From an optimization exercise on the open Yosys and OpenROAD flow, aimed at a short achievable clock period and few clock cycles per item; shortcuts taken in it are not production practice.
The RTL was checked by simulation tests, not by an equivalence proof against the original design.
The clock port is modelled as an ideal driver; clocking choices that lean on that would not hold on a real chip.

==> run a: inputs <==
Design call_stack_exclusive_time, start of the top module:
module call_stack_exclusive_time
#(
  parameter int MAX_FUNCS   = cset_pkg::DEF_MAX_FUNCS,
  parameter int STACK_DEPTH = cset_pkg::DEF_STACK_DEPTH
) (
  input  logic                   clk_i,
  input  logic                   rst_ni,
  input  logic                   cfg_we_i,
  input  logic [cset_pkg::CNT_WIDTH-1:0]   cfg_wdata_i,     
  input  logic                   s_axis_tvalid,
  output logic                   s_axis_tready,
  input  logic [cset_pkg::TDATA_WIDTH-1:0] s_axis_tdata,    
  input  logic [0:0]             s_axis_tuser,    
  output logic                   m_axis_tvalid,
  input  logic                   m_axis_tready,
  output logic [cset_pkg::TDATA_WIDTH-1:0] m_axis_tdata,    
  output logic [1:0]             m_axis_tuser     
);
export LEC_CHECK = 0
export CAP_MARGIN = 20
export CORE_MARGIN = 2
export CORE_UTILIZATION = 65
export CTS_CLUSTER_DIAMETER = 60
export CTS_CLUSTER_SIZE = 20
export PLACE_DENSITY = 0.75
export SLEW_MARGIN = 20
create_clock -name core_clock -period 10.0 [get_ports {clk_i}]
standard.sh (not shown) runs the stock make flow with config.mk's settings and CLKGATE_MAP_FILE= SYNTH_SCRIPT=/design/flow/synth_recipe.tcl, a recipe that flattens the netlist after the stock synthesis.
==> flow/flow/run.sh <==
#!/bin/bash
# The standard layout, with the timing repair steps aiming for more setup slack than the
# 10 ns clock needs, so that they size and buffer the design towards a shorter period.
# The constraints (constraint.sdc) are the design's, unchanged.
set -euo pipefail
bash standard.sh SETUP_SLACK_MARGIN=6.4 finish > standard_flow.log 2>&1
==> run b: changes against run a <==
--- a/flow/design.v
+++ b/flow/design.v
@@ -36,64 +36,56 @@
   input  logic              out_ready_i,
   output cset_pkg::result_t out_o
 );
   localparam int QD = cset_pkg::QUEUE_DEPTH;
   localparam int QW = cset_pkg::QW;
   localparam int OW = QW + 2;
-  localparam int RW = cset_pkg::RESULT_WIDTH;
-  logic                   ready_q;
-  logic                   take_q;
-  logic [OW-1:0]          occ_q, occ_d;
-  logic [QW-1:0]          wp_q, rp_q, rp_next;
-  logic [QW:0]            cnt_q, cnt_in;
-  logic                   out_valid_q;
-  logic [RW-1:0]          out_q;
-  logic [QD-1:0][RW-1:0]  mem_q;
-  logic [RW-1:0]          cand0, cand1;
-  logic                   take;
+  logic                       ready_q;
+  logic                       take_q;
+  logic [OW-1:0]              occ_q, occ_d;
+  logic [QW:0]                wp_q, rp_q;
+  logic                       out_valid_q;
+  cset_pkg::result_t          out_q;
+  logic [QD-1:0][cset_pkg::RESULT_WIDTH-1:0] mem_q;
+  logic                       mem_ne;
+  logic                       load;
   assign in_ready_o  = ready_q;
   assign in_accept_o = in_valid_i && ready_q;
   assign occ_d = occ_q + OW'(acc_i) - OW'(take_q) - OW'(drop_i);
-  assign take    = out_valid_q && out_ready_i;
-  assign cnt_in  = cnt_q + (QW+1)'(res_valid_i);
-  assign rp_next = rp_q + QW'(1);
-  assign cand0 = (cnt_q == '0)        ? res_i : mem_q[rp_q];
-  assign cand1 = (cnt_q == (QW+1)'(1)) ? res_i : mem_q[rp_next];
+  assign mem_ne = (wp_q != rp_q);
+  assign load   = mem_ne && (!out_valid_q || out_ready_i);
   always_ff @(posedge clk_i or negedge rst_ni) begin
     if (!rst_ni) begin
-      ready_q     <= 1'b0;
+      ready_q     <= 1'b1;
       take_q      <= 1'b0;
       occ_q       <= '0;
       wp_q        <= '0;
       rp_q        <= '0;
-      cnt_q       <= '0;
       out_valid_q <= 1'b0;
     end else begin
-      ready_q     <= (occ_q <= OW'(QD - 3));
-      take_q      <= take;
+      ready_q     <= (occ_q <= OW'(QD - 2));
+      take_q      <= out_valid_q && out_ready_i;
       occ_q       <= occ_d;
       if (res_valid_i) begin
-        wp_q <= wp_q + QW'(1);
+        wp_q <= wp_q + (QW+1)'(1);
       end
-      if (take) begin
-        rp_q        <= rp_next;
-        cnt_q       <= cnt_in - (QW+1)'(1);
-        out_valid_q <= (cnt_in > (QW+1)'(1));
-      end else begin
-        cnt_q       <= cnt_in;
-        out_valid_q <= (cnt_in != '0);
+      if (load) begin
+        rp_q <= rp_q + (QW+1)'(1);
       end
+      out_valid_q <= mem_ne || (out_valid_q && !out_ready_i);
     end
   end
   always_ff @(posedge clk_i) begin
     for (int i = 0; i < QD; i++) begin
-      if (res_valid_i && (wp_q == QW'(i))) begin
+      if (res_valid_i && (wp_q[QW-1:0] == QW'(i))) begin
         mem_q[i] <= res_i;
       end
     end
-    out_q <= take ? cand1 : cand0;
+    if (load) begin
+      out_q <= mem_q[rp_q[QW-1:0]];
+    end
   end
   assign out_valid_o = out_valid_q;
   assign out_o       = out_q;
 endmodule
 module cset_dpath
 #(
@@ -161,13 +153,12 @@
   end
   logic              p2_v, p2_push, p2_pop, p2_res;
   cset_pkg::status_e p2_status;
   logic [IW-1:0]     p2_id;
   logic [TW-1:0]     p2_ts;
   logic [TW:0]       p2_ts1;
-  logic [MAX_FUNCS-1:0] p2_fhot;
   always_ff @(posedge clk_i or negedge rst_ni) begin
     if (!rst_ni) begin
       fcount_q <= cset_pkg::FCOUNT_RESET;
       level_q  <= '0;
       full_q   <= 1'b0;
       empty_q  <= 1'b1;
@@ -190,15 +181,12 @@
   end
   always_ff @(posedge clk_i) begin
     p2_status <= s1_status;
     p2_id     <= p1_id;
     p2_ts     <= p1_ts;
     p2_ts1    <= {1'b0, p1_ts} + {{TW{1'b0}}, 1'b1};
-    for (int k = 0; k < MAX_FUNCS; k++) begin
-      p2_fhot[k] <= (p1_id == IW'(k));
-    end
   end
   assign drop_o = p2_v && !p2_res;
   logic [STACK_DEPTH-1:0][TW-1:0] sstk;
   always_ff @(posedge clk_i) begin
     if (p2_push) begin
       sstk[0] <= p2_ts;
@@ -226,29 +214,13 @@
     end
   end
   logic                 p3_push, p3_pop, p3_res;
   cset_pkg::status_e    p3_status;
   logic [IW-1:0]        p3_id;
   logic [TW-1:0]        p3_dur;
-  logic [TW-1:0]        p3_rd;
-  logic                 p3_f1, p3_f2, p3_f3;
-  logic [MAX_FUNCS-1:0][TW-1:0] tot_q;
-  logic [MAX_FUNCS-1:0]         tval_q;
-  logic [TW-1:0]                s2_tot_rd;
-  always_comb begin
-    s2_tot_rd = '0;
-    for (int k = 0; k < MAX_FUNCS; k++) begin
-      s2_tot_rd = s2_tot_rd | ({TW{p2_fhot[k] && tval_q[k]}} & tot_q[k]);
-    end
-  end
-  logic                 p4_pop, p4_res;
-  logic [IW-1:0]        p4_id;
-  logic                 p5_pop, p5_res;
-  logic [IW-1:0]        p5_id;
-  logic [TW-1:0]        p5_sum;
-  logic [TW-1:0]        p6_sum;
+  logic [MAX_FUNCS-1:0] p3_fhot;
   always_ff @(posedge clk_i or negedge rst_ni) begin
     if (!rst_ni) begin
       p3_push <= 1'b0;
       p3_pop  <= 1'b0;
       p3_res  <= 1'b0;
     end else begin
@@ -258,16 +230,15 @@
     end
   end
   always_ff @(posedge clk_i) begin
     p3_status <= p2_status;
     p3_id     <= p2_id;
     p3_dur    <= s2_dur;
-    p3_rd     <= s2_tot_rd;
-    p3_f1     <= p3_pop && (p3_id == p2_id);
-    p3_f2     <= p4_pop && (p4_id == p2_id);
-    p3_f3     <= p5_pop && (p5_id == p2_id);
+    for (int k = 0; k < MAX_FUNCS; k++) begin
+      p3_fhot[k] <= (p2_id == IW'(k));
+    end
   end
   logic [STACK_DEPTH-1:0][TW-1:0] cstk;
   logic [TW:0]                    s3_parent_sum;
   logic [TW:0]                    s3_excl_sub;
   logic [TW-1:0]                  s3_excl;
   assign s3_parent_sum = {1'b0, cstk[1]} + {1'b0, p3_dur};
@@ -283,28 +254,40 @@
       cstk[0] <= s3_parent_sum[TW] ? TMAX : s3_parent_sum[TW-1:0];
       for (int i = 1; i < STACK_DEPTH - 1; i++) begin
         cstk[i] <= cstk[i+1];
       end
     end
   end
+  logic [MAX_FUNCS-1:0][TW-1:0] tot_q;
+  logic [TW-1:0]                s3_tot_rd;
   logic [TW-1:0]                s3_tot;
   logic [TW-1:0]                s4_sum;
+  logic                 p4_pop, p4_res;
   cset_pkg::status_e    p4_status;
+  logic [IW-1:0]        p4_id;
   logic [TW-1:0]        p4_excl;
   logic [TW-1:0]        p4_tot;
+  logic [MAX_FUNCS-1:0] p4_fhot;
+  logic                 p5_pop, p5_res;
   cset_pkg::status_e    p5_status;
-  logic [MAX_FUNCS-1:0] p5_we;
+  logic [IW-1:0]        p5_id;
+  logic [TW-1:0]        p5_sum;
+  logic [MAX_FUNCS-1:0] p5_fhot;
+  always_comb begin
+    s3_tot_rd = '0;
+    for (int k = 0; k < MAX_FUNCS; k++) begin
+      s3_tot_rd = s3_tot_rd | ({TW{p3_fhot[k]}} & tot_q[k]);
+    end
+  end
   always_comb begin
-    if (p3_f1) begin
+    if (p4_pop && (p4_id == p3_id)) begin
       s3_tot = s4_sum;
-    end else if (p3_f2) begin
+    end else if (p5_pop && (p5_id == p3_id)) begin
       s3_tot = p5_sum;
-    end else if (p3_f3) begin
-      s3_tot = p6_sum;
     end else begin
-      s3_tot = p3_rd;
+      s3_tot = s3_tot_rd;
     end
   end
   always_ff @(posedge clk_i or negedge rst_ni) begin
     if (!rst_ni) begin
       p4_pop <= 1'b0;
       p4_res <= 1'b0;
@@ -315,53 +298,43 @@
   end
   always_ff @(posedge clk_i) begin
     p4_status <= p3_status;
     p4_id     <= p3_id;
     p4_excl   <= s3_excl;
     p4_tot    <= s3_tot;
+    p4_fhot   <= p3_fhot;
   end
   logic [TW:0] s4_add;
   assign s4_add = {1'b0, p4_tot} + {1'b0, p4_excl};
   assign s4_sum = s4_add[TW] ? TMAX : s4_add[TW-1:0];
   always_ff @(posedge clk_i or negedge rst_ni) begin
     if (!rst_ni) begin
       p5_pop <= 1'b0;
       p5_res <= 1'b0;
-      p5_we  <= '0;
     end else begin
       p5_pop <= p4_pop;
       p5_res <= p4_res;
-      for (int k = 0; k < MAX_FUNCS; k++) begin
-        p5_we[k] <= p4_pop && (p4_id == IW'(k));
-      end
     end
   end
   always_ff @(posedge clk_i) begin
     p5_status <= p4_status;
     p5_id     <= p4_id;
     p5_sum    <= s4_sum;
-    p6_sum    <= p5_sum;
+    p5_fhot   <= p4_fhot;
   end
   always_ff @(posedge clk_i or negedge rst_ni) begin
     if (!rst_ni) begin
-      tval_q <= '0;
+      tot_q <= '0;
     end else begin
       for (int k = 0; k < MAX_FUNCS; k++) begin
-        if (p5_we[k]) begin
-          tval_q[k] <= 1'b1;
+        if (p5_pop && p5_fhot[k]) begin
+          tot_q[k] <= p5_sum;
         end
       end
     end
   end
-  always_ff @(posedge clk_i) begin
-    for (int k = 0; k < MAX_FUNCS; k++) begin
-      if (p5_we[k]) begin
-        tot_q[k] <= p5_sum;
-      end
-    end
-  end
   assign res_valid_o  = p5_res;
   assign res_o.func   = p5_id;
   assign res_o.total  = p5_pop ? p5_sum : '0;
   assign res_o.status = p5_status;
 endmodule
 module call_stack_exclusive_time
==> flow/run.sh (new file) <==
#!/bin/bash
# synth_recipe.tcl (not shown) runs the flow's synth.tcl, then flattens the netlist and writes it again
# the make line also repeats each setting of config.mk as NAME=value (left out here)
make -C /OpenROAD-flow-scripts/flow DESIGN_CONFIG=/design/flow/config.mk WORK_HOME=/design/flow/orfs CLKGATE_MAP_FILE= SYNTH_SCRIPT=/design/flow/synth_recipe.tcl finish
Settings changed: CORE_UTILIZATION 65 to 40, CTS_CLUSTER_DIAMETER 60 to not set, CTS_CLUSTER_SIZE 20 to not set, PLACE_DENSITY 0.75 to not set.
removed: flow/flow/run.sh
removed: flow/standard.sh
==> run c: changes against run a <==
==> flow/flow/run.sh (replaced) <==
#!/bin/bash
# The standard layout with two changes:
# - the clock tree is built by flow/mytree.tcl (a balanced tree from a recursive bisection
#   of the registers' positions, three buffer levels) instead of TritonCTS;
# - the timing repair steps aim for more setup slack than the 10 ns clock needs, so that
#   they size and buffer the design towards a shorter period.
# The constraints (constraint.sdc) are the design's, unchanged.
set -euo pipefail
W=$(pwd)
export CT_LEVELS="2 5 9"
bash standard.sh SETUP_SLACK_MARGIN=6.6 PRE_CTS_TCL="$W/flow/pre_cts.tcl" finish > standard_flow.log 2>&1
==> flow/flow/mytree.tcl (new file) <==
# Clock tree built by recursive bisection of the registers' positions.
# The clock port drives a few root buffers; every level below splits its registers into two
# halves of equal count along the longer side of their bounding box, and buffers sit at the
# centre of the registers they serve. Every register gets the same number of buffers
# between it and the port.
#   CT_LEVELS: bisection depths at which buffers sit, e.g. {2 5 9}: 4 roots at depth 2,
#   a buffer per depth-5 group, a leaf buffer per depth-9 group.
set ct_buf   [expr {[info exists ::env(CT_BUF)] ? $::env(CT_BUF) : "sky130_fd_sc_hd__clkbuf_16"}]
set ct_levels [expr {[info exists ::env(CT_LEVELS)] ? $::env(CT_LEVELS) : {2 5 9}}]

set ct_db     [ord::get_db]
set ct_block  [ord::get_db_block]
set ct_master [$ct_db findMaster $ct_buf]
set ct_clk    [$ct_block findNet clk_i]
set ct_count  0

# sinks: {x y iterm}
set ct_sinks {}
foreach it [$ct_clk getITerms] {
  set inst [$it getInst]
  set bb [$inst getBBox]
  set x [expr {([$bb xMin] + [$bb xMax]) / 2}]
  set y [expr {([$bb yMin] + [$bb yMax]) / 2}]
  lappend ct_sinks [list $x $y $it]
}
puts "mytree: [llength $ct_sinks] clock sinks"

proc ct_split {items} {
  set xs [lmap i $items {lindex $i 0}]
  set ys [lmap i $items {lindex $i 1}]
  set dx [expr {[tcl::mathfunc::max {*}$xs] - [tcl::mathfunc::min {*}$xs]}]
  set dy [expr {[tcl::mathfunc::max {*}$ys] - [tcl::mathfunc::min {*}$ys]}]
  set k [expr {$dx >= $dy ? 0 : 1}]
  set sorted [lsort -integer -index $k $items]
  set h [expr {[llength $sorted] / 2}]
  return [list [lrange $sorted 0 [expr {$h - 1}]] [lrange $sorted $h end]]
}

# build the subtree for items at bisection depth d; returns {x y iterm} of its input pin,
# or the items themselves (a list of such triples) when no buffer sits at this depth
proc ct_build {items d} {
  global ct_levels
  set last [lindex $ct_levels end]
  if {$d == $last || [llength $items] <= 1} {
    set kids $items
  } else {
    lassign [ct_split $items] a b
    set kids [concat [ct_build $a [expr {$d + 1}]] [ct_build $b [expr {$d + 1}]]]
  }
  if {[lsearch -exact $ct_levels $d] >= 0} {
    return [list [ct_buffer $kids]]
  }
  return $kids
}

proc ct_buffer {kids} {
  global ct_block ct_master ct_count
  set sx 0; set sy 0
  foreach k $kids { set sx [expr {$sx + [lindex $k 0]}]; set sy [expr {$sy + [lindex $k 1]}] }
  set n [llength $kids]
  set x [expr {$sx / $n}]
  set y [expr {$sy / $n}]
  set name "ctbuf_$ct_count"
  set net [odb::dbNet_create $ct_block "ctnet_$ct_count"]
  $net setSigType CLOCK
  incr ct_count
  set inst [odb::dbInst_create $ct_block $ct_master $name]
  set w [[$inst getMaster] getWidth]
  set h [[$inst getMaster] getHeight]
  $inst setLocation [expr {$x - $w / 2}] [expr {$y - $h / 2}]
  $inst setPlacementStatus PLACED
  foreach k $kids {
    set it [lindex $k 2]
    $it disconnect
    $it connect $net
  }
  $inst setSourceType TIMING
  [$inst findITerm X] connect $net
  return [list $x $y [$inst findITerm A]]
}

set ct_top [ct_build $ct_sinks 0]
foreach k $ct_top {
  set it [lindex $k 2]
  $it connect $ct_clk
}
puts "mytree: $ct_count buffers, [llength $ct_top] driven by the clock port"
==> flow/flow/pre_cts.tcl (new file) <==
# Runs before ORFS's CTS step: builds the clock tree (mytree.tcl) and turns the step's own
# clock_tree_synthesis call into marking the clock as propagated, which is what that call
# leaves behind. The rest of the CTS step (legalization, timing repair) runs as usual.
source [file join [file dirname [info script]] mytree.tcl]
rename clock_tree_synthesis orfs_clock_tree_synthesis
proc clock_tree_synthesis {args} {
  puts "clock tree built by mytree.tcl; not running clock_tree_synthesis $args"
  set_propagated_clock [all_clocks]
}
Settings changed: CTS_CLUSTER_DIAMETER 60 to not set, CTS_CLUSTER_SIZE 20 to not set.
==> results.sh <==
export IMPL_grt_pass1_wl_mm=1090
export IMPL_hold_viol=0
export IMPL_endpoint="u_dpath.sstk[1821]"
export IMPL_hpwl_mm=415
export IMPL_fin_skew_ns=0.122
export IMPL_busiest_layer="met2"
export IMPL_first_iter_violations=18440
export IMPL_multi_input_cells=8950
export IMPL_dominant_cells="flip-flops and latches"
export IMPL_cp_slowest_cell="buf_4"
export IMPL_async_reset_ff_share_pct=28.6
export IMPL_outcome="finished clean"
export IMPL_arrival_ns=5.63
export IMPL_core_area_sq_um=754000
export IMPL_seq_cell_power_mw=34.5
export IMPL_rsz0062_at_grt="no"
export IMPL_antenna_found_initial=38
The numbers above come from run b.

==> results.sh <==
export IMPL_antenna_found_initial=24
export IMPL_dpl_instance_area_sq_um=305000
export IMPL_seq_cell_power_mw=37.4
export IMPL_arrival_ns=1.72
export IMPL_busiest_layer="met2"
export IMPL_rsz0062_at_grt="yes"
export IMPL_endpoint="m_axis_tvalid"
export IMPL_hpwl_mm=348
export IMPL_first_iter_violations=22780
export IMPL_vias_per_cell=6.76
export IMPL_grt_pass1_wl_mm=970
export IMPL_outcome="finished clean"
export IMPL_core_area_sq_um=456000
export IMPL_multi_input_cells=7651
export IMPL_grt_use_met1_pct=38.3
export IMPL_async_reset_ff_share_pct=2.41
The numbers above come from run a.

==> results.sh <==
export IMPL_fp_dieH_um=681
export IMPL_die_x_um=681
export IMPL_yosysMostFrequentCell="edfxtp_1"
export IMPL_synth_edf_count=6752
export IMPL_haltStage="clock tree synthesis"
export IMPL_synth_fa_ha_area_share_pct=0.692
export IMPL_hpwl_mm=348
export IMPL_synth_distinct_cells=94
export IMPL_first_error="Error: cts.tcl, 6 can't read \"ct_levels\": no such variable"
export IMPL_routabilityCongestion=0.842
export IMPL_outcome="stopped before the end"
export IMPL_async_reset_ff_share_pct=2.41
export IMPL_syn_area_sq_um=298000
export IMPL_synth_compound_area_share_pct=4.48
export IMPL_ys_seq_elements=7397
The numbers above come from run c.

Testbench counts of run a, summed over its fixed seeds: cycles 19,370, items 19,314.
Testbench counts of run b, summed over its fixed seeds: cycles 19,370, items 19,314.
Testbench counts of run c, summed over its fixed seeds: cycles 19,370, items 19,314.

==> port drivers added, routing unchanged <==
In the flow no input, the clock included, has a driving cell. The finished layouts below were timed again as built, in two steps. Step 1, drivers: a clkbuf_16 drives clk_i and a buf_2 each remaining input, both assumed. Step 2 adds t to the input delays and takes it off the output delays; t is the mean of the earliest and latest rising clock arrival at the registers after step 1. Input paths then give back, and output paths get back, about the clock's delay inside the block. a / b / c = no drivers / after step 1 / after step 2; a / b = the first two.
| run | shift t [ns] | setup WS [ns] | hold slack, ns | clock arrival spread, ns |
|---|---|---|---|---|
| run a | 1.230 | 6.276 / 6.132 / 5.507 | 0.329 / 0.329 / 0.329 | 0.125 / 0.124 |
| run b | 1.250 | 5.243 / 5.243 / 5.243 | 0.286 / 0.286 / 0.286 | 0.125 / 0.125 |
After both steps every run listed still meets setup and hold. For run a, which loses most, drivers alone change the setup slack by -0.144 ns; drivers and shift together by -0.769 ns.
